Context: an optimization exercise on an open-source flow, tuned for small area. The choices shown serve that exercise and are no tape-out recipe. Only simulation tests tie the RTL to the original design; equivalence was not proved. Power is estimated from default activity; no workload was simulated. The clock port is modelled as an ideal driver; clocking choices that lean on that would not hold on a real chip.

==> design.v <==
module conv_interleaver_commutator #(
  parameter int unsigned WIDTH    = 8,
  parameter int unsigned BRANCHES = 12,
  parameter int unsigned DEPTH_M  = 8
) (
  input  logic             clk,
  input  logic             reset,
  input  logic             in_valid,
  input  logic [WIDTH-1:0] in_data,
  input  logic             in_sync,
  output logic             in_ready,
  input  logic             out_ready,
  output logic             out_valid,
  output logic [WIDTH-1:0] out_data,
  output logic             out_sync,
  output logic [3:0]       out_branch,
  output logic             sync_err
);
  logic [3:0]       r_cnt;
  logic             r_out_valid;
  logic [WIDTH-1:0] r_out_data;
  logic             r_out_sync;
  logic [3:0]       r_out_branch;
  logic             r_sync_err;
  logic             w_accept;
  logic             w_misalign;
  logic [3:0]       w_branch;
  logic [3:0]       w_cnt_next;
  logic [BRANCHES-1:0][WIDTH-1:0] w_rd_data;
  assign in_ready   = out_ready | ~r_out_valid;
  assign w_accept   = in_valid & in_ready;
  assign w_misalign = in_sync & (r_cnt != '0);
  assign w_branch   = w_misalign ? '0 : r_cnt;
  always_comb begin
    w_cnt_next = r_cnt + 4'd1;
    if (w_misalign)
      w_cnt_next = 4'd1;
    else if (r_cnt == 4'(BRANCHES - 1))
      w_cnt_next = '0;
  end
  assign w_rd_data[0] = in_data;
  for (genvar b = 1; b < BRANCHES; b++) begin : g_branch
    localparam int unsigned DEP = b * DEPTH_M;
    localparam int unsigned CW  = $clog2(DEP + 1);
    logic [DEP*WIDTH-1:0]      r_sr;
    logic [CW-1:0]             r_fill;
    logic                      w_sel;
    logic                      w_full;
    assign w_sel        = w_accept && (w_branch == 4'(b));
    assign w_full       = (r_fill == CW'(DEP));
    assign w_rd_data[b] = w_full ? r_sr[DEP*WIDTH-1 -: WIDTH] : '0;
    always_ff @(posedge clk) begin
      if (w_sel) r_sr <= {r_sr[(DEP-1)*WIDTH-1:0], in_data};
    end
    always_ff @(posedge clk or negedge reset) begin
      if (!reset)                r_fill <= '0;
      else if (w_sel && !w_full) r_fill <= r_fill + 1'b1;
    end
  end
  always_ff @(posedge clk or negedge reset) begin
    if (!reset) begin
      r_cnt        <= '0;
      r_out_valid  <= 1'b0;
      r_out_data   <= '0;
      r_out_sync   <= 1'b0;
      r_out_branch <= '0;
      r_sync_err   <= 1'b0;
    end else if (w_accept) begin
      r_cnt        <= w_cnt_next;
      r_out_valid  <= 1'b1;
      r_out_data   <= w_rd_data[w_branch];
      r_out_sync   <= in_sync;
      r_out_branch <= w_branch;
      r_sync_err   <= w_misalign;
    end else if (out_ready) begin
      r_out_valid  <= 1'b0;
      r_sync_err   <= 1'b0;
    end
  end
  assign out_valid  = r_out_valid;
  assign out_data   = r_out_data;
  assign out_sync   = r_out_sync;
  assign out_branch = r_out_branch;
  assign sync_err   = r_sync_err;
endmodule
==> run.sh <==
#!/bin/bash
# synth_recipe.tcl (not shown) runs the flow's synth.tcl, then flattens the netlist and writes it again
# the make line also repeats each setting of config.mk as NAME=value (left out here)
make -C /OpenROAD-flow-scripts/flow DESIGN_CONFIG=/design/flow/config.mk WORK_HOME=/design/flow/orfs CLKGATE_MAP_FILE= SYNTH_SCRIPT=/design/flow/synth_recipe.tcl finish
==> config.mk <==
export PLATFORM = sky130hd
export DESIGN_NAME = conv_interleaver_commutator
export DESIGN_NICKNAME = conv_interleaver_commutator
export VERILOG_FILES = /design/flow/design.v
export SDC_FILE = /design/flow/constraint.sdc
export NUM_CORES = 4
export LEC_CHECK = 0
export CAP_MARGIN = 20
export CORE_MARGIN = 2
export CORE_UTILIZATION = 40
export SLEW_MARGIN = 20
==> constraint.sdc <==
create_clock -name core_clock -period 8.0 [get_ports {clk}]
set_input_delay 1.6000 -clock core_clock [delete_from_list [all_inputs] [get_ports {clk}]]
set_output_delay 1.6000 -clock core_clock [all_outputs]
set_load 0.01 [all_outputs]
==> flow_metrics.tcl, run 1 <==
set metrics [dict create \
    status "complete, no violations" \
    syn_nets 4807 \
    irDropWorstVdd_uv 191.4 \
    whs_endpoint "g_branch[7].r_sr[333]$_DFFE_PP_" \
    die_area_um2 334700 \
    start_util_pct 40.27 \
    synthFlopType "edfxtp_1" \
    drc 0 \
    async_flop_share_pct 1.973 \
    cts_htree_levels 5 \
    ctsResizeCount 0 \
    vias 44469 \
    avgSynthCellArea_um2 27.68 \
    wire_per_inst_um 16.00 \
    fin_crit_sh_pct 61.50 \
    yosys_warnings 1 \
    final_common_cell "edfxtp_1" \
    rsz0062_at_grt "no" \
    cts.sinks 4309 \
    hp-class "reg -> reg" \
    place_area_um2 138700 \
    holdCritStartpoint "g_branch[7].r_sr[325]$_DFFE_PP_" \
    fin_area_um2 151800 \
    ant_nets 0 \
    final.fill_count 26347 \
    critPathKind "in -> reg" \
    cts_hold_buf 0 \
    hold_depth 0 \
    worstMarginPinSlew_ns 1.030 \
    min_period_ns 4.920 \
    crit_fanout 114 \
    globalplace.congestion 0.8792 \
    syn-cell-area_um2 132000 \
    dp_cells 9212 \
    worstPathArrival_ns 5.41 \
    r2r-end "g_branch[11].r_sr[334]$_DFFE_PP_" \
    p_per_area_nw_per_um2 294.6 \
    max_cap_violations 0 \
    ys_ff_latch 4309 \
    fmax_mhz 203.3 \
    drive_gt1_share_pct 12.58 \
    cts.clk_slew.worst_paths_ns 0.06 \
    coreArea_um2 327900 \
    dp.final_hpwl_mm 76.56 \
    area_delta_synth_final_pct 14.94 \
    endpoint_kind "flop" \
    cts_tree "built" \
    grt_pass1_wl_mm 248.1 \
    hold_viol 0 \
    rows 210 \
    insertion_delay_ns 0.93 \
    layout_common_cells "edfxtp_1 (4,224), clkbuf_16 (408), clkinv_1 (94), dfrtp_1 (85), clkinv_2 (78)" \
    clock_path_buffers 4 \
    tns_ns 0 \
    cts_root_buf "clkbuf_16" \
    crit_required_ns 8.49 \
    layoutNonFillerInstCount 9967 \
    grt_pass1_vias 43909 \
    ioPinCount 29 \
    fin_hold_ws_ns 0.3208 \
    post-route-util_pct 46.28 \
    grt_max_degree 221 \
    vias_per_cell 4.462 \
    cts_buffers 404 \
    grt.busiest_layer "met1" \
    dr.pass1.iters 7 \
    die_h_um 578.6 \
    synth_edf_count 4224 \
    synthCells 4770 \
    grt_util_met1_pct 13.77 \
    grtUsageTotal_pct 9.237 \
    fin_worst_skew_ns 0.1058 \
    routed_wl_mm 159.5 \
    cellLeakagePower_nw 44.22 \
    setup_violations 0 \
    use_met2_pct 13.15 \
    drt_iter0_drc 4322 \
    ff2ff_setup_slack_ns 3.67 \
    maxSlewViolCount 0 \
    use_met3_pct 1.869 \
    reg2reg_depth 7 \
    critPathLaunchType "input pin" \
    overflow 0 \
    synth.distinct_cells 72 \
    yosysSeqAreaShare_pct 97.67 \
    port-buffer-count 28 \
    r2r-start "r_cnt[0]$_DFFE_PN0P_" \
    postCtsSetupBuffers 0 \
    fin_nets 5311 \
    slew_headroom_pct 31.34 \
    antenna_found_initial 10 \
    die_w_um 578.6 \
]
-- synthesized netlist by cell type, drive strengths merged (2+ instances only) --
cell,count,area [um^2]
edfxtp,4224,126800
dfrtp,85,2127
xnor2,49,429.2
nand2,45,168.9
a21oi,31,158.9
o21ai,30,153.9
nand3,29,145.1
inv,28,105.1
nand4,27,168.9
nor2,25,93.84
ha,24,300.3
clkbuf,13,60.05
a31oi,12,75.07
nor3,12,81.33
nor4,12,93.84
and2,11,70.07
and3,11,70.07
buf,8,58.80
a22o,6,52.55
nand2b,6,37.54
nor3b,6,66.31
nor4b,6,71.32
xor2,6,52.55
a221o,4,40.04
a32oi,4,35.03
nand3b,4,30.03
nor2b,4,25.02
or4,4,33.78
a22oi,3,22.52
a32o,3,30.03
and4,3,26.28
a211o,2,17.52
a211oi,2,15.01
a21o,2,15.01
a222oi,2,20.02
a41oi,2,25.03
and3b,2,17.52
nor4bb,2,20.02
o211ai,2,15.01
o31ai,2,15.01
or3b,2,17.52
or4b,2,23.77
or4bb,2,22.52
-- where the power goes --
group          total (mW)  internal (mW)  switching (mW)
Sequential           25.4           25.2           0.234
Clock                18.4           10.5            7.89
Combinational       0.891          0.254           0.637
-- registers in the layout, summed over array words and instances (netlist names) --
signal	flops
g_branch.r_sr	4224
g_branch.r_fill	66
r_out_data	8
r_cnt	4
r_out_branch	4
r_out_sync	1
r_out_valid	1
r_sync_err	1
-- stage by stage --
step | total power [mW] | setup WS [ns]
after floorplan | 26.55 | -5.079
after detailed placement | 26.76 | 2.230
final | 44.71 | 3.080
after global routing | 46.39 | 2.897
after global placement | 26.70 | 2.304
after CTS | 45.42 | 3.187
-- cell families (layout without fill, tap and decap cells) --
group	count (synthesis)	after routing	synth area share [%]
flops	4309	4309	97.67
simple gates	219	219	1.001
compound gates	113	113	0.5647
xor+xnor	55	55	0.3648
buf+inv	50	894	0.1724
fa+ha+maj	24	24	0.2274
other cells	0	7	0
-- routing by layer --
metal | share of wire (%) | up-vias | wire length, um
met4 | 3.7 | 0 | 5969
met1 | 47 | 22643 | 75420
met2 | 44 | 920 | 69470
met5 | 0 | - | 0
li1 | - | 20450 | -
met3 | 5.4 | 456 | 8619
-- cell type report --
| cell class | instances | area, um^2 | area share, % |
|---|---|---|---|
| Sequential cell | 4309 | 129000 | 84.98 |
| Clock inverter | 259 | 2442 | 1.609 |
| Clock buffer | 487 | 10570 | 6.962 |
| Tap cell | 4346 | 5438 | 3.583 |
| Multi-Input combinational cell | 411 | 2942 | 1.938 |
| Antenna cell | 7 | 17.52 | 0.01154 |
| Timing Repair Buffer | 119 | 1285 | 0.8467 |
| Inverter | 29 | 108.9 | 0.07172 |
-- worst max path at each step --
stage / endpoint / slack [ns] / depth (start not counted) / from
detailed placement: g_branch[11].r_sr[319]$_DFFE_PP_ / 2.23 / 6 / in_sync
global placement: g_branch[11].r_sr[278]$_DFFE_PP_ / 2.30 / 6 / in_sync
CTS: g_branch[11].r_sr[346]$_DFFE_PP_ / 3.19 / 6 / in_sync
floorplan: g_branch[11].r_sr[0]$_DFFE_PP_ / -5.08 / 5 / in_sync
finish: g_branch[11].r_sr[334]$_DFFE_PP_ / 3.08 / 6 / in_sync
global route: g_branch[11].r_sr[350]$_DFFE_PP_ / 2.90 / 6 / in_sync
-- worst max-delay path, cell delays in order --
cell             delay (ns)
clkdlybuf4s50_1        0.85
nor3b_4                0.49
nand3_2                0.48
nor2_4                 0.76
buf_12                 0.49
buf_12                 0.52
==> run 2: changes to the inputs <==
--- a/design.v
+++ b/design.v
@@ -29,2 +29,3 @@
   logic [BRANCHES-1:0][WIDTH-1:0] w_rd_data;
+  logic [BRANCHES-1:0]            w_full;
   assign in_ready   = out_ready | ~r_out_valid;
@@ -41,12 +42,14 @@
   assign w_rd_data[0] = in_data;
+  assign w_full[0]    = 1'b1;
   for (genvar b = 1; b < BRANCHES; b++) begin : g_branch
     localparam int unsigned DEP = b * DEPTH_M;
-    localparam int unsigned CW  = $clog2(DEP + 1);
-    logic [DEP*WIDTH-1:0]      r_sr;
-    logic [CW-1:0]             r_fill;
-    logic                      w_sel;
-    logic                      w_full;
+    localparam int unsigned W   = $clog2(DEP + 1);
+    localparam bit          POW = (DEP == (1 << (W - 1)));
+    localparam logic [W-1:0] FILL0 = POW ? '0 : W'((1 << W) - DEP);
+    logic [DEP*WIDTH-1:0] r_sr;
+    logic [W-1:0]         r_fill;
+    logic                 w_sel;
     assign w_sel        = w_accept && (w_branch == 4'(b));
-    assign w_full       = (r_fill == CW'(DEP));
-    assign w_rd_data[b] = w_full ? r_sr[DEP*WIDTH-1 -: WIDTH] : '0;
+    assign w_full[b]    = POW ? r_fill[W-1] : (r_fill == '0);
+    assign w_rd_data[b] = r_sr[DEP*WIDTH-1 -: WIDTH];
     always_ff @(posedge clk) begin
@@ -55,4 +58,4 @@
     always_ff @(posedge clk or negedge reset) begin
-      if (!reset)                r_fill <= '0;
-      else if (w_sel && !w_full) r_fill <= r_fill + 1'b1;
+      if (!reset)                   r_fill <= FILL0;
+      else if (w_sel && !w_full[b]) r_fill <= r_fill + 1'b1;
     end
@@ -63,5 +66,2 @@
       r_out_valid  <= 1'b0;
-      r_out_data   <= '0;
-      r_out_sync   <= 1'b0;
-      r_out_branch <= '0;
       r_sync_err   <= 1'b0;
@@ -70,5 +70,2 @@
       r_out_valid  <= 1'b1;
-      r_out_data   <= w_rd_data[w_branch];
-      r_out_sync   <= in_sync;
-      r_out_branch <= w_branch;
       r_sync_err   <= w_misalign;
@@ -77,2 +74,9 @@
       r_sync_err   <= 1'b0;
+    end
+  end
+  always_ff @(posedge clk) begin
+    if (w_accept) begin
+      r_out_data   <= w_rd_data[w_branch] & {WIDTH{w_full[w_branch]}};
+      r_out_sync   <= in_sync;
+      r_out_branch <= w_branch;
     end
--- a/config.mk
+++ b/config.mk
@@ -10,2 +10,4 @@
 export CORE_UTILIZATION = 40
+export CTS_CLUSTER_DIAMETER = 100
+export CTS_CLUSTER_SIZE = 30
 export SLEW_MARGIN = 20
==> run 2 against run 1 <==
Compared with the run above: still clean on timing, DRC and antenna; hold slack gained 0.043 ns; clock skew is 0.036 ns lower; sequential cell count unchanged; maximum frequency is 6.5% higher; first-iteration DRC count fell by 5.7%; synthesized cell count down 1.7%; core utilization shrank 2.6 points; critical path type unchanged; critical endpoint is now g_branch[10].r_sr[458]$_DFFE_PP_.
==> flow_metrics.tcl, run 2 <==
set metrics [dict create \
    status "complete, no violations" \
    ioPinCount 29 \
    endpoint_kind "flop" \
    syn-cell-area_um2 131800 \
    cts_htree_levels 4 \
    hp-class "reg -> reg" \
    layout_common_cells "edfxtp_1 (4,237), clkbuf_16 (175), dfrtp_1 (59), buf_4 (54), xnor2_1 (45)" \
    layoutNonFillerInstCount 9329 \
    synth_commonest_cells "edfxtp_1 (4,237), dfrtp_1 (60), xnor2_1 (45), nand2_1 (34), inv_1 (27)" \
    ant_nets 0 \
    fin_worst_skew_ns 0.07025 \
    cp_slowest_stage_delay_ns 0.82 \
    cts_root_buf "clkbuf_16" \
    postCtsSetupBuffers 0 \
    yosys_warnings 1 \
    synth_top_area_share_pct 96.54 \
    p_total_mw 36.37 \
    synthFlopType "edfxtp_1" \
    cts.clk_slew.worst_paths_ns 0.10 \
    slew_headroom_pct 27.86 \
    die_area_um2 334100 \
    drive_gt1_share_pct 6.623 \
    clkPwrFrac_pct 28.0 \
    antenna_cells 0 \
    die_h_um 578.0 \
    cpLargestDelayFamily "buffers and inverters" \
    antenna_found_initial 10 \
    die_w_um 578.0 \
    cts.sinks 4309 \
    hold_viol 0 \
    synth_area_leader_cell "edfxtp_1" \
    routed_wl_mm 145.7 \
    path_common_cell "buf_12" \
    cts_tree "built" \
    grt_max_degree 212 \
    synth_most_common_cell "edfxtp_1" \
    globalplace.congestion 0.7910 \
    synth.distinct_cells 61 \
    min_period_ns 4.618 \
    coreArea_um2 327700 \
    regMostFlops "g_branch.r_sr" \
    crit_required_ns 8.47 \
    irDropWorstVdd_uv 177.2 \
    synthCells 4691 \
    dp_cells 9123 \
    cellLeakagePower_nw 40.05 \
    max_cap_violations 0 \
    p_per_area_nw_per_um2 254.1 \
    async_flop_share_pct 1.671 \
    fmax_mhz 216.5 \
    worstMarginPinSlew_ns 1.082 \
    largestRegisters "g_branch.r_sr (4224), g_branch.r_fill (66), r_out_data (8)" \
    fin_nets 4988 \
    p_sw_share_pct 19.02 \
    final_common_cell "edfxtp_1" \
    vias 41700 \
    grtUsageTotal_pct 8.373 \
    syn_nets 4724 \
    start_util_pct 40.22 \
    grt_pass1_vias 40354 \
    rows 210 \
    drc 0 \
    critPathKind "in -> reg" \
    port-buffer-count 28 \
    rsz0062_at_grt "no" \
    crit_fanout 211 \
    cell_internal_pwr_mw 29.45 \
    cts_hold_buf 0 \
    cp_num_buf_inv 3 \
    synth_edf_count 4237 \
    ys_ff_latch 4309 \
    dp.final_hpwl_mm 71.51 \
    cp_slowest_cell "clkdlybuf4s50_1" \
    ctsResizeCount 0 \
    power.switching_mw 6.918 \
    fin_crit_sh_pct 57.73 \
    netlist_top_cells_area "edfxtp_1 (97%), dfrtp_1 (1.1%), xnor2_1 (0.30%), dfstp_2 (0.24%), ha_1 (0.19%)" \
    largest_register_ffs 4224 \
    vias_per_cell 4.470 \
    drt_iter0_drc 4074 \
    cts_buffers 175 \
    insertion_delay_ns 0.86 \
    avgSynthCellArea_um2 28.10 \
    tns_ns 0 \
    maxSlewViolCount 0 \
    clock_path_buffers 4 \
    setup_violations 0 \
    yosysSeqAreaShare_pct 97.92 \
    overflow 0 \
    wire_per_inst_um 15.62 \
    pwr-share-comb_pct 2.4 \
    dr.pass1.iters 8 \
    grt_pass1_wl_mm 225.8 \
    crit_chain "clkdlybuf4s50_1, nor3b_4, nand3_4, nor3_4, buf_12, buf_12" \
    area_delta_synth_final_pct 8.610 \
    critPathLaunchType "input pin" \
    p_seq_share_pct 69.6 \
    worstPathArrival_ns 5.09 \
]
## run 2: cell count changes in the layout (fill, tap and decap cells not counted), sizes merged, moves of 12 or more
cell / before / now
clkinv: 193 / 8
mux2: 0 / 13
o221ai: 0 / 13
dfstp: 0 / 12
edfxtp: 4224 / 4237
clkbuf: 487 / 188
mux2i: 0 / 16
clkinvlp: 16 / 0
nand3: 29 / 10
a21oi: 31 / 15
bufinv: 33 / 1
dfrtp: 85 / 60
buf: 92 / 78
## run 2: layer usage
layer	vias up	GRT usage (%)	share of wire, %
met1	21611	12.45	48
met2	572	12.54	45
met5	-	0	0
met4	0	2.805	2.9
met3	249	1.507	3.9
li1	19268	-	-
## run 2: layout make-up
cell class	instances	area, um^2
Sequential cell	4309	129100
Fill cell	26836	184500
Inverter	28	105.1
Timing Repair Buffer	105	1149
Tap cell	4346	5438
Clock inverter	17	325.3
Clock buffer	188	4428
Multi-Input combinational cell	336	2648
## run 2: worst paths after layout
| path | from | to | slack (ns) | cells past startpoint |
|---|---|---|---|---|
| min reg2reg | g_branch[11].r_sr[17]$_DFFE_PP_ | g_branch[11].r_sr[25]$_DFFE_PP_ | 0.36 | 0 |
| max | in_sync | g_branch[10].r_sr[458]$_DFFE_PP_ | 3.38 | 6 |
| max in group asynchronous | reset | r_cnt[0]$_DFFE_PN0P_ | 6.38 | 2 |
| min | g_branch[11].r_sr[17]$_DFFE_PP_ | g_branch[11].r_sr[25]$_DFFE_PP_ | 0.36 | 0 |
| min in group asynchronous | reset | g_branch[1].r_fill[3]$_DFFE_PN0P_ | 0.96 | 2 |
| max reg2reg | r_cnt[0]$_DFFE_PN0P_ | g_branch[11].r_sr[163]$_DFFE_PP_ | 3.53 | 7 |
## run 2: kinds of logic after synthesis
logic type	synth area share, %
flops	97.92
simple gates	0.6503
compound gates	0.5269
xor+xnor	0.3389
buf+inv	0.1443
mux	0.2326
fa+ha+maj	0.1899
## run 2: power by group through the flow
stage          Sequential (mW)  Combinational [mW]  Clock, mW
3_5_place_dp              25.8               0.881          0
3_3_place_gp              25.8               0.842          0
2_1_floorplan             26.0               0.616          0
5_1_grt                   25.4               0.966       11.4
6_report                  25.3               0.881       10.2
4_1_cts                   25.3               0.883       10.8
## run 2: through the flow
| step | setup WS [ns] | area, um^2 | util, % | hold WS, ns |
|---|---|---|---|---|
| floorplan | -11.26 | 131800 | - | 0.4003 |
| global placement | 2.641 | 138400 | 42.23 | 0.4001 |
| detailed placement | 2.551 | 138400 | 42.23 | 0.4045 |
| CTS | 3.475 | 143100 | 43.68 | 0.3603 |
| global route | 3.268 | 143100 | 43.69 | 0.3703 |
| finish | 3.382 | 143100 | 43.69 | 0.3638 |
==> run 3: changes to the inputs <==
--- a/config.mk
+++ b/config.mk
@@ -9,3 +9,3 @@
 export CORE_MARGIN = 2
-export CORE_UTILIZATION = 40
+export CORE_UTILIZATION = 65
 export CTS_CLUSTER_DIAMETER = 100
==> run 3 against run 2 <==
Compared with the run above: area after synthesis is the same; largest cell class unchanged; still clean; clock power shrank 5%; total power shrank 1.4%; final area shrank 1.7%; highest routed layer unchanged.
==> flow_metrics.tcl, run 3 <==
set metrics [dict create \
    synthCells 4691 \
    cts.sinks 4309 \
    die_w_um 454.3 \
    layout_common_cells "edfxtp_1 (4,237), clkbuf_16 (169), dfrtp_1 (59), buf_4 (57), xnor2_1 (45)" \
    cellLeakagePower_nw 39.90 \
    max_cap_violations 0 \
    ioPinCount 29 \
    p_total_mw 35.87 \
    cts_htree_levels 4 \
    fin_nets 4977 \
    synthFlopType "edfxtp_1" \
    drt_iter0_drc 4636 \
    largest_register_ffs 4224 \
    worstPathArrival_ns 5.19 \
    cts_hold_buf 0 \
    synth_most_common_cell "edfxtp_1" \
    die_area_um2 206400 \
    status "complete, no violations" \
    wire_per_inst_um 18.78 \
    grt_pass1_vias 39392 \
    die_h_um 454.3 \
    cts.clk_slew.worst_paths_ns 0.11 \
    insertion_delay_ns 0.81 \
    cts_buffers 161 \
    area_delta_synth_final_pct 6.753 \
    globalplace.congestion 0.8066 \
    ys_ff_latch 4309 \
    p_per_area_nw_per_um2 255.0 \
    overflow 0 \
    drive_gt1_share_pct 6.323 \
    multi_input_area_um2 2648 \
    cts_root_buf "clkbuf_16" \
    synth_area_leader_cell "edfxtp_1" \
    ant_nets 0 \
    reg2reg_depth 7 \
    fmax_mhz 211.7 \
    drc 0 \
    regMostFlops "g_branch.r_sr" \
    fin_worst_skew_ns 0.02132 \
    grt_pass1_wl_mm 222.6 \
    fin_crit_sh_pct 59.05 \
    start_util_pct 65.27 \
    yosysSeqAreaShare_pct 97.92 \
    rows 165 \
    netlist_top_cells_area "edfxtp_1 (97%), dfrtp_1 (1.1%), xnor2_1 (0.30%), dfstp_2 (0.24%), ha_1 (0.19%)" \
    final.fill_count 11718 \
    crit_fanout 92 \
    maxSlewViolCount 0 \
    final_common_cell "edfxtp_1" \
    antenna_found_initial 7 \
    synth_edf_count 4237 \
    clock_path_buffers 3 \
    vias 41176 \
    syn_nets 4724 \
    tns_ns 0 \
    yosys_warnings 1 \
    async_flop_share_pct 1.671 \
    crit_required_ns 8.47 \
    critPathLaunchType "input pin" \
    worstMarginPinSlew_ns 1.028 \
    largestRegisters "g_branch.r_sr (4224), g_branch.r_fill (66), r_out_data (8)" \
    synth_commonest_cells "edfxtp_1 (4,237), dfrtp_1 (60), xnor2_1 (45), nand2_1 (34), inv_1 (27)" \
    critPathKind "in -> reg" \
    avgSynthCellArea_um2 28.10 \
    cts_tree "built" \
    min_period_ns 4.724 \
    hp-class "reg -> reg" \
    hold_depth 0 \
    port-buffer-count 28 \
    dp.final_hpwl_mm 71.80 \
    slew_headroom_pct 31.28 \
    endpoint_kind "flop" \
    coreArea_um2 201900 \
    synth.distinct_cells 61 \
    postCtsSetupBuffers 0 \
    routed_wl_mm 143.8 \
    grtUsageTotal_pct 13.86 \
    hold_viol 0 \
    dr.pass1.iters 5 \
    setup_violations 0 \
    grt_max_degree 191 \
    synth_top_area_share_pct 96.54 \
    ctsResizeCount 0 \
    syn-cell-area_um2 131800 \
    vias_per_cell 5.379 \
    rsz0062_at_grt "no" \
    irDropWorstVdd_uv 231.0 \
    regArea_um2 129100 \
]
run 3: cell counts after synthesis:
Identical to the previous run, type by type.
run 3: cells by family (layout without fill, tap and decap cells):
kind of cell               after synthesis  after routing  synth area share [%]
DFF                                   4309           4309                 97.92
and+or+nand+nor                        142            142                0.6503
AOI/OAI and AO/OA                       94             94                0.5269
xor gates and xnor gates                51             51                0.3389
buffers and inverters                   46            337                0.1443
muxes                                   29             29                0.2326
adders and majority gates               20             20                0.1899
other                                    0              1                     0
run 3: worst paths after layout:
check / slack [ns] / to / start
worst max-delay path: 3.28 / g_branch[11].r_sr[562]$_DFFE_PP_ / in_sync
max in group asynchronous: 6.37 / g_branch[7].r_fill[2]$_DFFE_PN0P_ / reset
worst min-delay path: 0.41 / g_branch[5].r_sr[249]$_DFFE_PP_ / g_branch[5].r_sr[241]$_DFFE_PP_
worst min register to register: 0.41 / g_branch[5].r_sr[249]$_DFFE_PP_ / g_branch[5].r_sr[241]$_DFFE_PP_
min in group asynchronous: 0.98 / r_out_valid$_DFFE_PN0P_ / reset
worst max register to register: 3.63 / g_branch[11].r_sr[562]$_DFFE_PP_ / r_cnt[1]$_DFFE_PN0P_
run 3: metrics by stage:
step / instances / hold slack [ns] / setup slack, ns / utilization [%] / area [um^2]
final: 7655 / 0.4113 / 3.276 / 69.68 / 140700
after global routing: 7655 / 0.4138 / 3.114 / 69.68 / 140700
after CTS: 7654 / 0.4059 / 3.352 / 69.68 / 140700
after detailed placement: 7453 / 0.4045 / 2.399 / 67.51 / 136300
after global placement: 7453 / 0.4001 / 2.480 / 67.51 / 136300
after floorplan: 4691 / 0.4003 / -11.26 / - / 131800
run 3: final cells by class:
cell class / instances / share of cell area (%)
flip-flops and latches: 4309 / 91.72
clock buffers: 196 / 3.078
well taps: 2672 / 2.376
multi-input cells: 336 / 1.882
repair buffers: 108 / 0.8235
inverters: 28 / 0.07470
clock inverters: 5 / 0.04002
diodes: 1 / 0.001779
run 3: worst max-delay path, cell delays in order:
cell             delay, ns
clkdlybuf4s50_1       0.83
nor3b_4               0.59
nand3_4               0.29
nor2_4                0.76
buf_12                0.44
buf_4                 0.49
run 3: report_power, final:
group          switching (mW)  internal, mW
clock                    5.81          3.86
combinational           0.641         0.266
sequential              0.189          25.1
total                    6.64          29.2
run 3: routing by layer:
metal / track usage (%) / wire length (um)
met5: 0 / 0
met4: 4.082 / 3399
met3: 2.474 / 5214
met2: 19.65 / 63890
met1: 22.72 / 71280
==> run 4: changes to the inputs <==
--- a/config.mk
+++ b/config.mk
@@ -7,3 +7,3 @@
 export LEC_CHECK = 0
-export CAP_MARGIN = 20
+export CAP_MARGIN = 10
 export CORE_MARGIN = 2
@@ -12,2 +12,3 @@
 export CTS_CLUSTER_SIZE = 30
-export SLEW_MARGIN = 20
+export GPL_TIMING_DRIVEN = 0
+export SLEW_MARGIN = 10
==> run 4 against run 3 <==
Compared with the run above: global-route usage down 0.38 points; via count up 0.71%; critical endpoint is now g_branch[10].r_sr[45]$_DFFE_PP_; routed wire length down 3.9%; sequential share of layout area down 1.6 points.
==> flow_metrics.tcl, run 4 <==
set metrics [dict create \
    status "complete, no violations" \
    globalplace.congestion 0.8137 \
    dp.final_hpwl_mm 78.97 \
    rows 165 \
    hp-class "reg -> reg" \
    synth_adder_area_share_pct 0.1899 \
    ant_nets 0 \
    p_per_area_nw_per_um2 251.2 \
    cts.sinks 4309 \
    start_util_pct 65.27 \
    irDropWorstVdd_uv 248.5 \
    hold_viol 0 \
    maxSlewViolCount 0 \
    fin_nets 5095 \
    worstPathArrival_ns 6.20 \
    die_w_um 454.3 \
    avgSynthCellArea_um2 28.10 \
    drive_gt1_share_pct 8.543 \
    tns_ns 0 \
    synth_top_area_share_pct 96.54 \
    overflow 0 \
    fin_worst_skew_ns 0.02372 \
    synth.distinct_cells 61 \
    regMostFlops "g_branch.r_sr" \
    clock_path_buffers 3 \
    grt_pass1_vias 39756 \
    synth_edf_count 4237 \
    fin_hold_ws_ns 0.4071 \
    netlist_top_cells_area "edfxtp_1 (97%), dfrtp_1 (1.1%), xnor2_1 (0.30%), dfstp_2 (0.24%), ha_1 (0.19%)" \
    largest_register_ffs 4224 \
    worstMarginPinSlew_ns 1.213 \
    cts_buffers 162 \
    postCtsSetupBuffers 0 \
    fmax_mhz 176.7 \
    crit_required_ns 8.54 \
    vias_per_cell 5.340 \
    ys_ff_latch 4309 \
    synth_area_leader_cell "edfxtp_1" \
    die_h_um 454.3 \
    drt_iter0_drc 3403 \
    synth-simple-area-share_pct 0.6503 \
    syn_nets 4724 \
    wire_per_inst_um 17.79 \
    crit_fanout 21 \
    grt_pass1_wl_mm 219.9 \
    synth_most_common_cell "edfxtp_1" \
    routed_wl_mm 138.2 \
    yosysSeqAreaShare_pct 97.92 \
    drc 0 \
    syn-cell-area_um2 131800 \
    final.fill_count 11407 \
    cts_root_buf "clkbuf_16" \
    synthFlopType "edfxtp_1" \
    critPathLaunchType "input pin" \
    layout_common_cells "edfxtp_1 (4,237), clkbuf_16 (168), buf_12 (85), dfrtp_1 (60), buf_8 (51)" \
    cellLeakagePower_nw 40.94 \
    setup_violations 0 \
    post-route-util_pct 70.95 \
    max_cap_violations 0 \
    slew_headroom_pct 18.87 \
    synth_compound_area_share_pct 0.5269 \
    synth_xor_area_share_pct 0.3389 \
    critPathKind "in -> reg" \
    grtUsageTotal_pct 13.48 \
    vias 41470 \
    fin_crit_sh_pct 70.73 \
    synth_commonest_cells "edfxtp_1 (4,237), dfrtp_1 (60), xnor2_1 (45), nand2_1 (34), inv_1 (27)" \
    insertion_delay_ns 0.82 \
    port-buffer-count 28 \
    layoutNonFillerInstCount 7766 \
    cts_hold_buf 0 \
    min_period_ns 5.659 \
    rsz0062_at_grt "no" \
    largestRegisters "g_branch.r_sr (4224), g_branch.r_fill (66), r_out_data (8)" \
    ctsResizeCount 0 \
    dp_cells 7570 \
    yosys_warnings 1 \
    area_delta_synth_final_pct 8.702 \
    synthCells 4691 \
    synth_top_family_by_area "simple AND/OR/NAND/NOR gates" \
    die_area_um2 206400 \
    dr.pass1.iters 5 \
    cts.clk_slew.worst_paths_ns 0.10 \
    antenna_found_initial 7 \
    endpoint_kind "flop" \
    final_common_cell "edfxtp_1" \
    grt_max_degree 39 \
    cts_htree_levels 4 \
    async_flop_share_pct 1.671 \
    cts_tree "built" \
    muxShareOfSynthArea_pct 0.2326 \
    coreArea_um2 201900 \
    p_total_mw 35.99 \
    ioPinCount 29 \
]
run 4: kinds of logic after synthesis:
| group | count (synthesis) |
|---|---|
| flip-flops | 4309 |
| AND/OR/NAND/NOR | 142 |
| AO/OA/AOI/OAI | 94 |
| XOR/XNOR | 51 |
| buffers and inverters | 46 |
| multiplexers | 29 |
| adder cells (fa/ha/maj) | 20 |
run 4: per-stage QoR:
step / setup slack, ns / cell area [um^2]
after floorplan: -11.26 / 131800
after global placement: -17.92 / 135500
after detailed placement: 1.392 / 138900
after CTS: 2.359 / 143300
after global routing: 2.110 / 143300
final: 2.341 / 143300
run 4: cell type report:
type	count	area, um^2	area share, %
well taps	2672	3343	2.334
repair buffers	207	3649	2.547
inverters	28	105.1	0.07336
clock inverters	8	97.59	0.06812
diodes	2	5.005	0.003493
clock buffers	186	4272	2.982
multi-input cells	336	2648	1.848
flip-flops and latches	4309	129000	90.08
plain buffers	18	95.09	0.06638
run 4: layer usage:
metal	up-vias	share of wire, %	GRT usage (%)
li1	19506	-	-
met1	21335	50	21.82
met2	412	44	19.18
met3	217	3.4	2.305
met4	0	2.7	4.631
met5	-	0	0
run 4: final timing paths:
check / from / to / slack (ns) / cells after the start
max: in_sync / g_branch[10].r_sr[45]$_DFFE_PP_ / 2.34 / 18
min: g_branch[11].r_sr[499]$_DFFE_PP_ / g_branch[11].r_sr[507]$_DFFE_PP_ / 0.41 / 0
max reg2reg: r_cnt[1]$_DFFE_PN0P_ / g_branch[10].r_sr[45]$_DFFE_PP_ / 2.72 / 20
min reg2reg: g_branch[11].r_sr[499]$_DFFE_PP_ / g_branch[11].r_sr[507]$_DFFE_PP_ / 0.41 / 0
max in group asynchronous: reset / g_branch[5].r_fill[3]$_DFFE_PN1P_ / 6.63 / 2
min in group asynchronous: reset / r_out_valid$_DFFE_PN0P_ / 0.74 / 1
run 4: worst max-delay path, stage by stage:
cell and delay (ns):
clkdlybuf4s50_1 0.68, nor3b_4 0.37, nand3_4 0.26, nor3_4 0.44
buf_8 0.24, buf_8 0.18, buf_16 0.17, buf_8 0.21
buf_8 0.22, buf_8 0.22, buf_8 0.21, buf_8 0.21
buf_16 0.17, buf_8 0.19, buf_6 0.18, buf_8 0.20
buf_8 0.18, buf_8 0.16
run 4: power by group:
part / total (mW) / switching [mW] / internal, mW
registers: 25.2 / 0.139 / 25.1
logic: 1.14 / 0.782 / 0.357
clock network: 9.62 / 5.79 / 3.84
total: 36.0 / 6.71 / 29.3
==> run 5: changes to the inputs <==
==> flow/run.sh (new file) <==
#!/bin/bash
# The standard layout, with two changes: clock tree synthesis clusters up to 30 sinks within
# 100 um per leaf buffer and inserts no dummy loads, and the port buffers are buf_1 cells.
set -euo pipefail
export CTS_ARGS="-sink_clustering_enable -repair_clock_nets -sink_clustering_size 30 -sink_clustering_max_diameter 100 -dont_use_dummy_load"
export BUFFER_PORTS_ARGS="-buffer_cell sky130_fd_sc_hd__buf_1"
bash standard.sh > standard.log 2>&1
==> standard.sh (new file) <==
#!/bin/bash
# synth_recipe.tcl (not shown) runs the flow's synth.tcl, then flattens the netlist and writes it again
# the make line also repeats each setting of config.mk as NAME=value (left out here)
make -C /OpenROAD-flow-scripts/flow DESIGN_CONFIG=/design/flow/config.mk WORK_HOME=/design/flow/orfs CLKGATE_MAP_FILE= SYNTH_SCRIPT=/design/flow/synth_recipe.tcl "${@:-finish}"
--- a/config.mk
+++ b/config.mk
@@ -7,8 +7,5 @@
 export LEC_CHECK = 0
-export CAP_MARGIN = 10
+export CAP_MARGIN = 20
 export CORE_MARGIN = 2
 export CORE_UTILIZATION = 65
-export CTS_CLUSTER_DIAMETER = 100
-export CTS_CLUSTER_SIZE = 30
-export GPL_TIMING_DRIVEN = 0
-export SLEW_MARGIN = 10
+export SLEW_MARGIN = 20
removed: run.sh
==> run 5 against run 4 <==
Compared with the run above: sequential share of layout area is 2.0 points higher; global-route usage rose by 0.22 points; routed wire length is 3.0% higher; first-iteration DRC count is 30% higher; via count is 1.1% lower; sequential power about the same; critical path type unchanged.
==> flow_metrics.tcl, run 5 <==
set metrics [dict create \
    synth-simple-area-share_pct 0.6503 \
    setup_violations 0 \
    cellLeakagePower_nw 39.64 \
    place_ws_ns 2.662 \
    clock_path_buffers 3 \
    ctsResizeCount 0 \
    synthFlopType "edfxtp_1" \
    synth_area_leader_cell "edfxtp_1" \
    antenna_found_initial 10 \
    dr.pass1.iters 8 \
    grt_pass1_wl_mm 220.1 \
    synth_adder_area_share_pct 0.1899 \
    rows 165 \
    drive_gt1_share_pct 6.016 \
    p_total_mw 35.53 \
    cts_hold_buf 0 \
    async_flop_share_pct 1.671 \
    ioPinCount 29 \
    hp-class "reg -> reg" \
    tns_ns 0 \
    hold_viol 0 \
    place_area_um2 136100 \
    synth_compound_area_share_pct 0.5269 \
    crit_chain "buf_1, nor3b_4, nand3_4, nor2_4, buf_4, buf_12" \
    cp_slowest_cell "nor2_4" \
    drt_iter0_drc 4438 \
    postCtsSetupBuffers 0 \
    endpoint_kind "flop" \
    critPathLaunchType "input pin" \
    netlist_top_cells_area "edfxtp_1 (97%), dfrtp_1 (1.1%), xnor2_1 (0.30%), dfstp_2 (0.24%), ha_1 (0.19%)" \
    final.fill_count 11796 \
    irDropWorstVdd_uv 257.6 \
    fin_worst_skew_ns 0.04931 \
    largestRegisters "g_branch.r_sr (4224), g_branch.r_fill (66), r_out_data (8)" \
    final_common_cell "edfxtp_1" \
    port-buffer-count 28 \
    drc 0 \
    cts_htree_levels 4 \
    yosys_warnings 1 \
    fin_area_um2 140100 \
    wire_per_inst_um 18.69 \
    cp_slowest_stage_delay_ns 0.77 \
    worstMarginPinSlew_ns 1.043 \
    regMostFlops "g_branch.r_sr" \
    area_delta_synth_final_pct 6.332 \
    synth_top_area_share_pct 96.54 \
    layout_common_cells "edfxtp_1 (4,237), clkbuf_16 (162), dfrtp_1 (59), buf_4 (52), xnor2_1 (45)" \
    syn-cell-area_um2 131800 \
    synth_edf_count 4237 \
    start_util_pct 65.27 \
    post-route-util_pct 69.41 \
    yosysSeqAreaShare_pct 97.92 \
    synth_most_common_cell "edfxtp_1" \
    fin_nets 4972 \
    avgSynthCellArea_um2 28.10 \
    crit_required_ns 8.44 \
    cts_tree "built" \
    insertion_delay_ns 0.81 \
    fin_crit_sh_pct 56.21 \
    globalplace.congestion 0.7874 \
    synthCells 4691 \
    overflow 0 \
    critPathKind "in -> reg" \
    maxSlewViolCount 0 \
    grtUsageTotal_pct 13.70 \
    postLayoutSetupSlackWorst_ns 3.503 \
    grt_max_degree 194 \
    synth.distinct_cells 61 \
    worstPathArrival_ns 4.93 \
    cts_buffers 162 \
    largest_register_ffs 4224 \
    cts.sinks 4309 \
    synth_xor_area_share_pct 0.3389 \
    dp_cells 7447 \
    status "complete, no violations" \
    slew_headroom_pct 30.49 \
    cts.clk_slew.worst_paths_ns 0.10 \
    multi_input_area_um2 2648 \
    rsz0062_at_grt "no" \
    synth_commonest_cells "edfxtp_1 (4,237), dfrtp_1 (60), xnor2_1 (45), nand2_1 (34), inv_1 (27)" \
    die_h_um 454.3 \
    ys_ff_latch 4309 \
    coreArea_um2 201900 \
    fmax_mhz 222.4 \
    min_period_ns 4.497 \
    die_w_um 454.3 \
    p_per_area_nw_per_um2 253.5 \
    crit_fanout 132 \
    vias_per_cell 5.388 \
    muxShareOfSynthArea_pct 0.2326 \
    grt_pass1_vias 38925 \
    fin_hold_ws_ns 0.3588 \
    ant_nets 0 \
    routed_wl_mm 142.3 \
    regArea_um2 129100 \
    vias 41023 \
    synth_top_family_by_area "simple AND/OR/NAND/NOR gates" \
    layoutNonFillerInstCount 7614 \
    syn_nets 4724 \
    die_area_um2 206400 \
    cts_root_buf "clkbuf_16" \
    dp.final_hpwl_mm 71.30 \
    max_cap_violations 0 \
]
run 5: where the power goes:
part	total [mW]	internal [mW]	switching [mW]	leakage, nW
Sequential	25.3	25.1	0.194	36.1
Clock	9.37	3.66	5.71	2.00
Combinational	0.867	0.235	0.632	1.59
Total	35.5	29.0	6.54	39.6
run 5: kinds of logic (layout without fill, tap and decap cells):
group	Yosys count	count (layout)
AO/OA/AOI/OAI	94	94
XOR/XNOR	51	51
adder cells (fa/ha/maj)	20	20
buffers and inverters	46	292
flip-flops	4309	4309
multiplexers	29	29
other	0	5
AND/OR/NAND/NOR	142	142
run 5: worst paths after layout:
check,startpoint,cells after the start,endpoint,slack [ns]
worst max-delay path,in_sync,6,g_branch[9].r_sr[69]$_DFFE_PP_,3.50
min in group asynchronous,reset,2,r_cnt[3]$_DFFE_PN0P_,1.05
worst min register to register,g_branch[11].r_sr[245]$_DFFE_PP_,0,g_branch[11].r_sr[253]$_DFFE_PP_,0.36
max in group asynchronous,reset,2,r_cnt[0]$_DFFE_PN0P_,6.31
worst min-delay path,g_branch[11].r_sr[245]$_DFFE_PP_,0,g_branch[11].r_sr[253]$_DFFE_PP_,0.36
worst max register to register,r_cnt[1]$_DFFE_PN0P_,7,g_branch[11].r_sr[328]$_DFFE_PP_,3.66
run 5: cell type report:
type	count	area share (%)
Inverter	28	0.07500
Sequential cell	4309	92.09
Clock buffer	162	2.893
Antenna cell	5	0.008928
Multi-Input combinational cell	336	1.889
Tap cell	2672	2.386
Timing Repair Buffer	102	0.6616
run 5: worst max-delay path: cells and delay by family:
family	cells	cell delay (ns)
buffers and inverters	3	1.45
and+or+nand+nor	3	1.65
run 5: per-layer routing:
layer / share of wire, % / track usage, %
met2: 45 / 19.88
met1: 49 / 22.41
met5: 0.0091 / 0
met3: 4.1 / 2.367
met4: 1.9 / 3.291
==> run 6: changes to the inputs <==
--- a/design.v
+++ b/design.v
@@ -18,3 +18,2 @@
 );
-  logic [3:0]       r_cnt;
   logic             r_out_valid;
@@ -25,5 +24,5 @@
   logic             w_accept;
+  logic [3:0]       w_cnt;
   logic             w_misalign;
   logic [3:0]       w_branch;
-  logic [3:0]       w_cnt_next;
   logic [BRANCHES-1:0][WIDTH-1:0] w_rd_data;
@@ -32,11 +31,5 @@
   assign w_accept   = in_valid & in_ready;
-  assign w_misalign = in_sync & (r_cnt != '0);
-  assign w_branch   = w_misalign ? '0 : r_cnt;
-  always_comb begin
-    w_cnt_next = r_cnt + 4'd1;
-    if (w_misalign)
-      w_cnt_next = 4'd1;
-    else if (r_cnt == 4'(BRANCHES - 1))
-      w_cnt_next = '0;
-  end
+  assign w_cnt      = (r_out_branch == 4'(BRANCHES - 1)) ? '0 : r_out_branch + 4'd1;
+  assign w_misalign = in_sync & (w_cnt != '0);
+  assign w_branch   = w_misalign ? '0 : w_cnt;
   assign w_rd_data[0] = in_data;
@@ -64,8 +57,8 @@
     if (!reset) begin
-      r_cnt        <= '0;
       r_out_valid  <= 1'b0;
+      r_out_branch <= 4'(BRANCHES - 1);
       r_sync_err   <= 1'b0;
     end else if (w_accept) begin
-      r_cnt        <= w_cnt_next;
       r_out_valid  <= 1'b1;
+      r_out_branch <= w_branch;
       r_sync_err   <= w_misalign;
@@ -80,3 +73,2 @@
       r_out_sync   <= in_sync;
-      r_out_branch <= w_branch;
     end
==> run 6 against run 5 <==
Compared with the run above: synthesized cell count grew 0.21%; clock power is essentially flat; first-iteration DRC count grew 9.1%; sequential power shrank 3%; critical path depth is the same; area after synthesis is essentially flat; largest cell class unchanged.
==> flow_metrics.tcl, run 6 <==
set metrics [dict create \
    status "complete, no violations" \
    die_w_um 454.4 \
    slew_headroom_pct 19.82 \
    cts.clk_slew.worst_paths_ns 0.10 \
    yosys_warnings 1 \
    drc 0 \
    setup_violations 0 \
    endpoint_kind "flop" \
    syn_nets 4733 \
    cp_num_buf_inv 2 \
    worstPathArrival_ns 4.86 \
    insertion_delay_ns 0.81 \
    fin_crit_sh_pct 55.59 \
    largestRegisters "g_branch.r_sr (4224), g_branch.r_fill (66), r_out_data (8)" \
    synth_top_area_share_pct 96.42 \
    dp_cells 7457 \
    netlist_top_cells_area "edfxtp_1 (96%), dfrtp_1 (1.1%), dfstp_2 (0.30%), xnor2_1 (0.28%), mux2i_1 (0.24%)" \
    cp_slowest_stage_delay_ns 0.81 \
    crit_required_ns 8.42 \
    cp_slowest_cell "buf_4" \
    layoutNonFillerInstCount 7621 \
    overflow 0 \
    cts_tree "built" \
    synthFlopType "edfxtp_1" \
    irDropWorstVdd_uv 239.7 \
    multi_input_area_um2 2845 \
    syn-cell-area_um2 131800 \
    avgSynthCellArea_um2 28.04 \
    rsz0062_at_grt "no" \
    fin_worst_skew_ns 0.03590 \
    area_delta_synth_final_pct 6.368 \
    antenna_found_initial 18 \
    routed_wl_mm 146.4 \
    cts_root_buf "clkbuf_16" \
    maxSlewViolCount 0 \
    crit_fanout 72 \
    die_h_um 454.4 \
    grt_max_degree 207 \
    postCtsSetupBuffers 0 \
    synth_most_common_cell "edfxtp_1" \
    reg2reg_depth 7 \
    wire_per_inst_um 19.20 \
    globalplace.congestion 0.7877 \
    critPathKind "in -> reg" \
    grt_pass1_vias 38628 \
    regMostFlops "g_branch.r_sr" \
    cp.depth 6 \
    async_flop_share_pct 1.672 \
    cts.sinks 4305 \
    synthCells 4701 \
    ant_nets 0 \
    worstMarginPinSlew_ns 1.203 \
    synth_commonest_cells "edfxtp_1 (4,233), dfrtp_1 (57), nand2_1 (47), xnor2_1 (42), mux2i_1 (31)" \
    cts_hold_buf 0 \
    final.fill_count 11769 \
    clock_path_buffers 3 \
    rows 165 \
    dp.final_hpwl_mm 74.44 \
    tns_ns 0 \
    layout_common_cells "edfxtp_1 (4,233), clkbuf_16 (161), dfrtp_1 (57), buf_4 (57), nand2_1 (44)" \
    cts_buffers 161 \
    ys_ff_latch 4305 \
    start_util_pct 65.30 \
    cts_htree_levels 4 \
    drive_gt1_share_pct 6.306 \
    min_period_ns 4.447 \
    synth.distinct_cells 57 \
    regArea_um2 128900 \
    yosysSeqAreaShare_pct 97.80 \
    drt_iter0_drc 4843 \
    p_per_area_nw_per_um2 244.7 \
    port-buffer-count 28 \
    die_area_um2 206400 \
    crit_chain "buf_1, nor2_2, and2_4, nand3_1, nor2_4, buf_4" \
    coreArea_um2 201900 \
    grtUsageTotal_pct 14.01 \
    ctsResizeCount 0 \
    vias 41228 \
    cellLeakagePower_nw 40.03 \
    max_cap_violations 0 \
    final_common_cell "edfxtp_1" \
    dr.pass1.iters 7 \
    cpLargestDelayFamily "simple AND/OR/NAND/NOR gates" \
    fin_nets 4982 \
    vias_per_cell 5.410 \
    hold_depth 0 \
    ff2ff_setup_slack_ns 3.81 \
    synth_area_leader_cell "edfxtp_1" \
    hold_viol 0 \
    hp-class "reg -> reg" \
    ioPinCount 29 \
    fmax_mhz 224.9 \
    grt_pass1_wl_mm 222.8 \
    synth_edf_count 4233 \
    largest_register_ffs 4224 \
    critPathLaunchType "input pin" \
]
## run 6: through the flow
step / setup slack (ns) / power (mW) / util [%] / cell area (um^2) / hold WS, ns
floorplan: -11.35 / 25.37 / - / 131900 / 0.4003
global placement: 2.437 / 25.46 / 67.42 / 136100 / 0.4001
detailed placement: 2.267 / 25.48 / 67.43 / 136100 / 0.4045
CTS: 3.167 / 34.80 / 69.43 / 140200 / 0.3903
global route: 3.335 / 35.51 / 69.45 / 140200 / 0.3893
finish: 3.553 / 34.32 / 69.45 / 140200 / 0.3924
## run 6: cell type report
class                           instances  area share [%]
Clock buffer                          161           2.873
Inverter                               21         0.05889
Multi-Input combinational cell        353           2.029
Sequential cell                      4305           91.94
Tap cell                             2672           2.384
Antenna cell                            1        0.001784
Timing Repair Buffer                  108          0.7111
## run 6: kinds of logic after synthesis
logic type | Yosys count | synth area share [%]
compound gates | 67 | 0.3901
flops | 4305 | 97.80
mux | 52 | 0.4233
buf+inv | 43 | 0.1481
simple gates | 163 | 0.7099
fa+ha+maj | 19 | 0.1803
xor+xnor | 52 | 0.3512
## run 6: path summary, 6_finish.rpt
kind                                                  from                                 end
max in group asynchronous                            reset  g_branch[11].r_fill[3]$_DFFE_PN1P_
hold reg to reg            g_branch[7].r_sr[402]$_DFFE_PP_     g_branch[7].r_sr[410]$_DFFE_PP_
setup / recovery                                   in_sync    g_branch[11].r_sr[651]$_DFFE_PP_
hold / removal             g_branch[7].r_sr[402]$_DFFE_PP_     g_branch[7].r_sr[410]$_DFFE_PP_
min in group asynchronous                            reset  g_branch[10].r_fill[2]$_DFFE_PN0P_
setup reg to reg               r_out_branch[0]$_DFFE_PN1P_       g_branch[6].r_sr[5]$_DFFE_PP_
## run 6: power breakdown
group          switching [mW]  leakage [nW]  internal [mW]
logic                   0.227          1.67          0.107
registers              0.0712          36.4           24.6
clock network            5.72          1.98           3.63
total                    6.02          40.0           28.3
## run 6: per-layer routing
| layer | global-route usage (%) | part of all wire [%] |
|---|---|---|
| met1 | 23.10 | 49 |
| met3 | 2.514 | 4.1 |
| met2 | 19.90 | 45 |
| met5 | 0 | 0.0089 |
| met4 | 3.782 | 2.2 |
==> run 7: changes to the inputs <==
==> flow/run.sh (replaced) <==
#!/bin/bash
# The standard layout, with two changes: clock tree synthesis clusters up to 30 sinks within
# 80 um per leaf buffer, builds the upper tree from clkbuf_4 cells and inserts no dummy loads;
# and the port buffers are buf_1 cells.
set -euo pipefail
export CTS_ARGS="-sink_clustering_enable -repair_clock_nets -sink_clustering_size 30 -sink_clustering_max_diameter 80 -tree_buf sky130_fd_sc_hd__clkbuf_4 -dont_use_dummy_load"
export BUFFER_PORTS_ARGS="-buffer_cell sky130_fd_sc_hd__buf_1"
bash standard.sh > standard.log 2>&1
==> run 7 against run 6 <==
Compared with the run above: hold slack got worse by 0.012 ns; clock-buffer cell count rose by 3; critical path type unchanged; synthesized cell count stayed put; via count hardly changed; final area fell by 0.15%; register-to-register slack about the same.
==> flow_metrics.tcl, run 7 <==
set metrics [dict create \
    cts_buffers 164 \
    cts_root_buf "clkbuf_16" \
    place_ws_ns 2.267 \
    p_total_mw 34.00 \
    ctsResizeCount 0 \
    synth_compound_area_share_pct 0.3901 \
    tns_ns 0 \
    port-buffer-count 28 \
    cts_htree_levels 4 \
    synth_adder_area_share_pct 0.1803 \
    dr.pass1.iters 7 \
    coreArea_um2 201900 \
    cts.clk_slew.worst_paths_ns 0.11 \
    synthFlopType "edfxtp_1" \
    drive_gt1_share_pct 6.343 \
    synthCells 4701 \
    critPathLaunchType "input pin" \
    synth_most_common_cell "edfxtp_1" \
    die_area_um2 206400 \
    worstPathArrival_ns 4.87 \
    muxShareOfSynthArea_pct 0.4233 \
    final_common_cell "edfxtp_1" \
    rsz0062_at_grt "no" \
    irDropWorstVdd_uv 281.0 \
    synth_top_area_share_pct 96.42 \
    dp.final_hpwl_mm 74.44 \
    layout_common_cells "edfxtp_1 (4,233), clkbuf_16 (148), dfrtp_1 (57), buf_4 (57), nand2_1 (44)" \
    synth_xor_area_share_pct 0.3512 \
    insertion_delay_ns 0.98 \
    grt_pass1_vias 38723 \
    p_per_area_nw_per_um2 242.9 \
    async_flop_share_pct 1.672 \
    critPathKind "in -> reg" \
    setup_violations 0 \
    hold_viol 0 \
    endpoint_kind "flop" \
    avgSynthCellArea_um2 28.04 \
    drt_iter0_drc 4616 \
    postCtsSetupBuffers 0 \
    grt_pass1_wl_mm 223.2 \
    worstMarginPinSlew_ns 1.241 \
    cts.sinks 4305 \
    largestRegisters "g_branch.r_sr (4224), g_branch.r_fill (66), r_out_data (8)" \
    cellLeakagePower_nw 39.93 \
    cts_tree "built" \
    clock_path_buffers 3 \
    synth.distinct_cells 57 \
    rows 165 \
    ant_nets 0 \
    synth_commonest_cells "edfxtp_1 (4,233), dfrtp_1 (57), nand2_1 (47), xnor2_1 (42), mux2i_1 (31)" \
    fin_nets 4984 \
    drc 0 \
    dp_cells 7457 \
    start_util_pct 65.30 \
    synth-simple-area-share_pct 0.7099 \
    ioPinCount 29 \
    regMostFlops "g_branch.r_sr" \
    grtUsageTotal_pct 14.07 \
    largest_register_ffs 4224 \
    area_delta_synth_final_pct 6.209 \
    slew_headroom_pct 17.30 \
    wire_per_inst_um 19.20 \
    synth_edf_count 4233 \
    vias 41263 \
    cts_hold_buf 0 \
    fin_worst_skew_ns 0.1145 \
    routed_wl_mm 146.6 \
    overflow 0 \
    max_cap_violations 0 \
    globalplace.congestion 0.7877 \
    status "complete, no violations" \
    fin_hold_ws_ns 0.3809 \
    synth_area_leader_cell "edfxtp_1" \
    die_w_um 454.4 \
    crit_required_ns 8.56 \
    vias_per_cell 5.407 \
    yosysSeqAreaShare_pct 97.80 \
    min_period_ns 4.315 \
    hp-class "reg -> reg" \
    layoutNonFillerInstCount 7632 \
    syn-cell-area_um2 131800 \
    synth_top_family_by_area "simple AND/OR/NAND/NOR gates" \
    fmax_mhz 231.7 \
    crit_fanout 72 \
    grt_max_degree 207 \
    die_h_um 454.4 \
    antenna_found_initial 19 \
    netlist_top_cells_area "edfxtp_1 (96%), dfrtp_1 (1.1%), dfstp_2 (0.30%), xnor2_1 (0.28%), mux2i_1 (0.24%)" \
    postLayoutSetupSlackWorst_ns 3.685 \
    ys_ff_latch 4305 \
    syn_nets 4733 \
    yosys_warnings 1 \
    maxSlewViolCount 0 \
    fin_crit_sh_pct 53.94 \
]
==> run 7: cell counts after synthesis <==
No cell type changed its count.
==> run 7: worst max-delay path, stage by stage <==
cell and delay, ns:
buf_1 0.32, nor2_2 0.27, and2_4 0.58, nand3_1 0.42
nor2_4 0.74, buf_4 0.80
==> run 7: report_power, final <==
group | internal [mW] | switching [mW]
combinational | 0.107 | 0.226
clock | 3.36 | 5.69
sequential | 24.6 | 0.0712
==> run 7: metrics by stage <==
stage	cell area, um^2	util, %
after floorplan	131900	-
after global placement	136100	67.42
after detailed placement	136100	67.43
after CTS	140000	69.33
after global routing	140000	69.35
final	140000	69.35
==> run 7: layout make-up <==
| type | instances | area [um^2] |
|---|---|---|
| Sequential cell | 4305 | 128900 |
| Fill cell | 11787 | 61880 |
| Clock buffer | 164 | 3824 |
| Tap cell | 2672 | 3343 |
| Multi-Input combinational cell | 353 | 2845 |
| Timing Repair Buffer | 107 | 969.7 |
| Inverter | 21 | 82.58 |
| Antenna cell | 10 | 25.02 |
==> run 7: cell families after synthesis <==
kind of cell,Yosys count
adder cells (fa/ha/maj),19
AND/OR/NAND/NOR,163
multiplexers,52
buffers and inverters,43
flip-flops,4305
AO/OA/AOI/OAI,67
XOR/XNOR,52
==> run 7: worst paths after layout <==
path / from / endpoint / slack (ns) / cells past startpoint
worst max-delay path: in_sync / g_branch[11].r_sr[671]$_DFFE_PP_ / 3.68 / 6
worst min-delay path: g_branch[2].r_sr[9]$_DFFE_PP_ / g_branch[2].r_sr[17]$_DFFE_PP_ / 0.38 / 0
worst max register to register: r_out_branch[0]$_DFFE_PN1P_ / g_branch[6].r_sr[243]$_DFFE_PP_ / 3.80 / 7
worst min register to register: g_branch[2].r_sr[9]$_DFFE_PP_ / g_branch[2].r_sr[17]$_DFFE_PP_ / 0.38 / 0
max in group asynchronous: reset / g_branch[11].r_fill[3]$_DFFE_PN1P_ / 6.58 / 3
min in group asynchronous: reset / g_branch[10].r_fill[2]$_DFFE_PN0P_ / 0.76 / 2
==> run 7: metal layers <==
metal | global-route usage [%] | wire, um | share of wire [%]
met1 | 23.11 | 71570 | 49
met2 | 19.96 | 65540 | 45
met3 | 2.552 | 5961 | 4.1
met4 | 3.968 | 3476 | 2.4
met5 | 0 | 13 | 0.0089
==> run 8: changes to the inputs <==
--- a/config.mk
+++ b/config.mk
@@ -9,3 +9,3 @@
 export CORE_MARGIN = 2
-export CORE_UTILIZATION = 65
+export CORE_UTILIZATION = 75
 export SLEW_MARGIN = 20
==> run 8 against run 7 <==
Compared with the run above: the run now fails in global routing (5_1_grt); synthesized cell count stayed put; area after synthesis stayed put.
==> flow_metrics.tcl, run 8 <==
set metrics [dict create \
    synth_top_family_by_area "simple AND/OR/NAND/NOR gates" \
    ys_ff_latch 4305 \
    synthFlopType "edfxtp_1" \
    status "stopped before the end" \
    rows 153 \
    avgSynthCellArea_um2 28.04 \
    start_util_pct 75.68 \
    error "[ERROR DPL-0033] detailed placement checks failed during check placement." \
    synth_top_area_share_pct 96.42 \
    cts_htree_levels 4 \
    synth_commonest_cells "edfxtp_1 (4,233), dfrtp_1 (57), nand2_1 (47), xnor2_1 (42), mux2i_1 (31)" \
    cts.sinks 4305 \
    syn-cell-area_um2 131800 \
    netlist_top_cells_area "edfxtp_1 (96%), dfrtp_1 (1.1%), dfstp_2 (0.30%), xnor2_1 (0.28%), mux2i_1 (0.24%)" \
    synth-simple-area-share_pct 0.7099 \
    postCtsSetupBuffers 0 \
    port-buffer-count 28 \
    grt_max_degree 171 \
    synth_xor_area_share_pct 0.3512 \
    clock_path_buffers 3 \
    cts_root_buf "clkbuf_16" \
    synth_edf_count 4233 \
    synth_most_common_cell "edfxtp_1" \
    antenna_found_initial 13 \
    synthCells 4701 \
    yosysSeqAreaShare_pct 97.80 \
    async_flop_share_pct 1.672 \
    synth.distinct_cells 57 \
    die_w_um 423.3 \
    lastStage "global routing (5_1_grt)" \
    synth_compound_area_share_pct 0.3901 \
    synth_area_leader_cell "edfxtp_1" \
    cts_buffers 162 \
    muxShareOfSynthArea_pct 0.4233 \
    die_h_um 423.3 \
    cts_hold_buf 0 \
    yosys_warnings 1 \
    globalplace.congestion 0.8353 \
    ioPinCount 29 \
    ctsResizeCount 0 \
    dp.final_hpwl_mm 75.93 \
    synth_adder_area_share_pct 0.1803 \
    syn_nets 4733 \
]
run 8: cell counts after synthesis:
Identical to the previous run, type by type.
run 8: cell families after synthesis:
logic type                 Yosys count
and+or+nand+nor                    163
muxes                               52
AOI/OAI and AO/OA                   67
buffers and inverters               43
adders and majority gates           19
xor gates and xnor gates            52
DFF                               4305
run 8: power by group through the flow:
stage,combinational [mW],sequential (mW),clock [mW]
2_1_floorplan,0.218,25.2,0
3_3_place_gp,0.317,25.1,0
3_5_place_dp,0.331,25.1,0
4_1_cts,0.334,24.6,9.51
run 8: through the flow:
stage | utilization [%] | setup WS [ns] | instance area, um^2 | std cells
2_1_floorplan | - | -11.35 | 131900 | 4701
4_1_cts | 80.08 | 3.589 | 139500 | 7265
3_3_place_gp | 77.90 | 2.542 | 135700 | 7102
3_5_place_dp | 77.91 | 2.456 | 135700 | 7103
run 8: how the worst min path moves through the flow:
stage / depth (start not counted) / slack, ns / endpoint
after global placement: 0 / 0.40 / g_branch[1].r_sr[12]$_DFFE_PP_
after detailed placement: 0 / 0.40 / g_branch[10].r_sr[104]$_DFFE_PP_
after floorplan: 0 / 0.40 / g_branch[10].r_sr[100]$_DFFE_PP_
after CTS: 0 / 0.37 / g_branch[11].r_sr[243]$_DFFE_PP_
==> run 9: changes to the inputs <==
--- a/config.mk
+++ b/config.mk
@@ -9,3 +9,3 @@
 export CORE_MARGIN = 2
-export CORE_UTILIZATION = 75
+export CORE_UTILIZATION = 70
 export SLEW_MARGIN = 20
==> run 9 against run 8 <==
Compared with the run above: now clean on timing, DRC and antenna; synthesized cell count stayed put; area after synthesis is the same.
==> flow_metrics.tcl, run 9 <==
set metrics [dict create \
    fmax_mhz 206.1 \
    fin_nets 4976 \
    maxSlewViolCount 0 \
    die_area_um2 191800 \
    die_w_um 438.0 \
    ioPinCount 29 \
    hp-class "reg -> reg" \
    setup_violations 0 \
    critPathKind "in -> reg" \
    final_common_cell "edfxtp_1" \
    drt_iter0_drc 3827 \
    drive_gt1_share_pct 6.192 \
    holdCritStartpoint "g_branch[5].r_sr[195]$_DFFE_PP_" \
    largest_register_ffs 4224 \
    routed_wl_mm 141.1 \
    cts_tree "built" \
    vias_per_cell 5.498 \
    fin_worst_skew_ns 0.1258 \
    r2r-end "g_branch[11].r_sr[77]$_DFFE_PP_" \
    insertion_delay_ns 0.98 \
    worstMarginPinSlew_ns 1.136 \
    slew_headroom_pct 24.24 \
    fin_crit_sh_pct 60.65 \
    ff2ff_setup_slack_ns 3.50 \
    globalplace.congestion 0.8050 \
    syn_nets 4733 \
    ant_nets 0 \
    grt_pass1_wl_mm 216.5 \
    start_util_pct 70.35 \
    endpoint_kind "flop" \
    ctsResizeCount 0 \
    synth_commonest_cells "edfxtp_1 (4,233), dfrtp_1 (57), nand2_1 (47), xnor2_1 (42), mux2i_1 (31)" \
    cts_buffers 163 \
    synth_most_common_cell "edfxtp_1" \
    yosys_warnings 1 \
    cts.clk_slew.worst_paths_ns 0.10 \
    dr.pass1.iters 8 \
    port-buffer-count 28 \
    status "complete, no violations" \
    synth_area_leader_cell "edfxtp_1" \
    synth.distinct_cells 57 \
    drc 0 \
    cts_htree_levels 4 \
    vias 40966 \
    place_ws_ns 2.218 \
    cts_hold_buf 0 \
    hold_viol 0 \
    cellLeakagePower_nw 39.90 \
    netlist_top_cells_area "edfxtp_1 (96%), dfrtp_1 (1.1%), dfstp_2 (0.30%), xnor2_1 (0.28%), mux2i_1 (0.24%)" \
    clock_path_buffers 3 \
    synth_top_area_share_pct 96.42 \
    p_per_area_nw_per_um2 242.6 \
    grtUsageTotal_pct 14.64 \
    postLayoutSetupSlackWorst_ns 3.148 \
    grt_max_degree 200 \
    synthFlopType "edfxtp_1" \
    dp.final_hpwl_mm 72.61 \
    tns_ns 0 \
    critPathLaunchType "input pin" \
    p_total_mw 33.92 \
    cts.sinks 4305 \
    layout_common_cells "edfxtp_1 (4,233), clkbuf_16 (147), dfrtp_1 (57), nand2_1 (44)" \
    reg2reg_depth 7 \
    postCtsSetupBuffers 0 \
    syn-cell-area_um2 131800 \
    area_delta_synth_final_pct 6.054 \
    antenna_found_initial 13 \
    wire_per_inst_um 18.94 \
    hold_depth 0 \
    min_period_ns 4.852 \
    whs_endpoint "g_branch[5].r_sr[203]$_DFFE_PP_" \
    irDropWorstVdd_uv 249.0 \
    grt_pass1_vias 38523 \
    overflow 0 \
    die_h_um 438.0 \
    worstPathArrival_ns 5.45 \
    synthCells 4701 \
    max_cap_violations 0 \
    crit_fanout 88 \
    rsz0062_at_grt "no" \
    async_flop_share_pct 1.672 \
    synth_edf_count 4233 \
    r2r-start "r_out_branch[1]$_DFFE_PN1P_" \
    avgSynthCellArea_um2 28.04 \
    ys_ff_latch 4305 \
    largestRegisters "g_branch.r_sr (4224), g_branch.r_fill (66), r_out_data (8)" \
    crit_required_ns 8.60 \
    coreArea_um2 187400 \
    regMostFlops "g_branch.r_sr" \
    yosysSeqAreaShare_pct 97.80 \
    cts_root_buf "clkbuf_16" \
    rows 159 \
]
-- run 9: cell counts after synthesis --
Identical to the previous run, type by type.
-- run 9: per-layer routing --
layer	up-vias	track usage [%]	wire, um
met3	205	2.384	5259
met2	512	21.32	63840
met4	0	4.472	3612
met5	-	0	0
met1	21023	23.76	68400
li1	19226	-	-
-- run 9: how the worst max path moves through the flow --
stage / start / end / cells after the start
6_report: in_sync / g_branch[11].r_sr[77]$_DFFE_PP_ / 7
4_1_cts: in_sync / g_branch[11].r_sr[45]$_DFFE_PP_ / 7
5_1_grt: in_sync / g_branch[11].r_sr[77]$_DFFE_PP_ / 7
2_1_floorplan: out_ready / g_branch[10].r_fill[1]$_DFFE_PN0P_ / 7
3_5_place_dp: in_sync / g_branch[11].r_sr[2]$_DFFE_PP_ / 7
3_3_place_gp: in_sync / g_branch[11].r_sr[2]$_DFFE_PP_ / 7
-- run 9: kinds of logic (layout without fill, tap and decap cells) --
family | count (synthesis) | after routing | synth area share [%]
muxes | 52 | 52 | 0.4233
buffers and inverters | 43 | 284 | 0.1481
DFF | 4305 | 4305 | 97.80
and+or+nand+nor | 163 | 163 | 0.7099
adders and majority gates | 19 | 19 | 0.1803
xor gates and xnor gates | 52 | 52 | 0.3512
AOI/OAI and AO/OA | 67 | 67 | 0.3901
other | 0 | 14 | 0
-- run 9: power by group --
group / switching, mW / internal [mW] / total (mW)
Clock: 5.63 / 3.33 / 8.96
Combinational: 0.224 / 0.108 / 0.333
Sequential: 0.0703 / 24.6 / 24.6
Total: 5.92 / 28.0 / 33.9
-- run 9: cell type report --
class | instances | area (um^2)
multi-input combinational | 353 | 2844
clock buffer | 163 | 3799
antenna | 14 | 35.03
fill | 9898 | 47580
inverter | 21 | 82.58
timing repair buffer | 100 | 1003
tap | 2495 | 3122
sequential | 4305 | 128900
-- run 9: worst max-delay path: stages --
cell and delay [ns]:
buf_1 0.32, nor2_2 0.29, and2_2 0.91, nand3_1 0.59
nor2_4 0.82, buf_12 0.37, buf_12 0.40
-- run 9: through the flow --
| stage | hold WS [ns] | std cells | util, % | cell area, um^2 |
|---|---|---|---|---|
| 6_report | 0.3405 | 7451 | 74.61 | 139800 |
| 5_1_grt | 0.3450 | 7448 | 74.60 | 139800 |
| 4_1_cts | 0.3317 | 7435 | 74.57 | 139700 |
| 3_5_place_dp | 0.4045 | 7272 | 72.54 | 135900 |
| 3_3_place_gp | 0.4001 | 7270 | 72.53 | 135900 |
| 2_1_floorplan | 0.4003 | 4701 | - | 131900 |

[what the ideal ports hide]
Ports are ideal in the flow. The routed layouts listed here were re-timed in OpenROAD.
Step 1 sets driving cells, clkbuf_16 on the clock port and buf_2 on the other inputs (assumed; they add their load-dependent delay and slew).
Step 2 times the ports against the registers' clock, not the clock port: input delays grow and output delays shrink by t, the midpoint of the rising clock arrivals with the driver on.
a / b / c = ideal ports / drivers / drivers and shift; a / b = the first two.
run	t, ns	setup WS [ns]	worst slew at a driven data input, ns
run 1	0.972	3.080 / 3.131 / 2.160	0.05
run 2	0.921	3.382 / 3.437 / 2.516	0.04
run 3	0.887	3.276 / 3.335 / 2.447	0.04
run 4	0.897	2.341 / 2.404 / 1.506	0.04
run 5	0.869	3.503 / 3.560 / 2.691	0.04
run 6	0.879	3.553 / 3.600 / 2.721	0.05
run 7	1.010	3.685 / 3.728 / 2.718	0.06
run 9	1.012	3.148 / 3.209 / 2.197	0.04
After both steps every run listed still meets setup and hold. The setup slack of run 7, which loses most, moves by +0.043 ns with the drivers and by -0.967 ns with both steps.
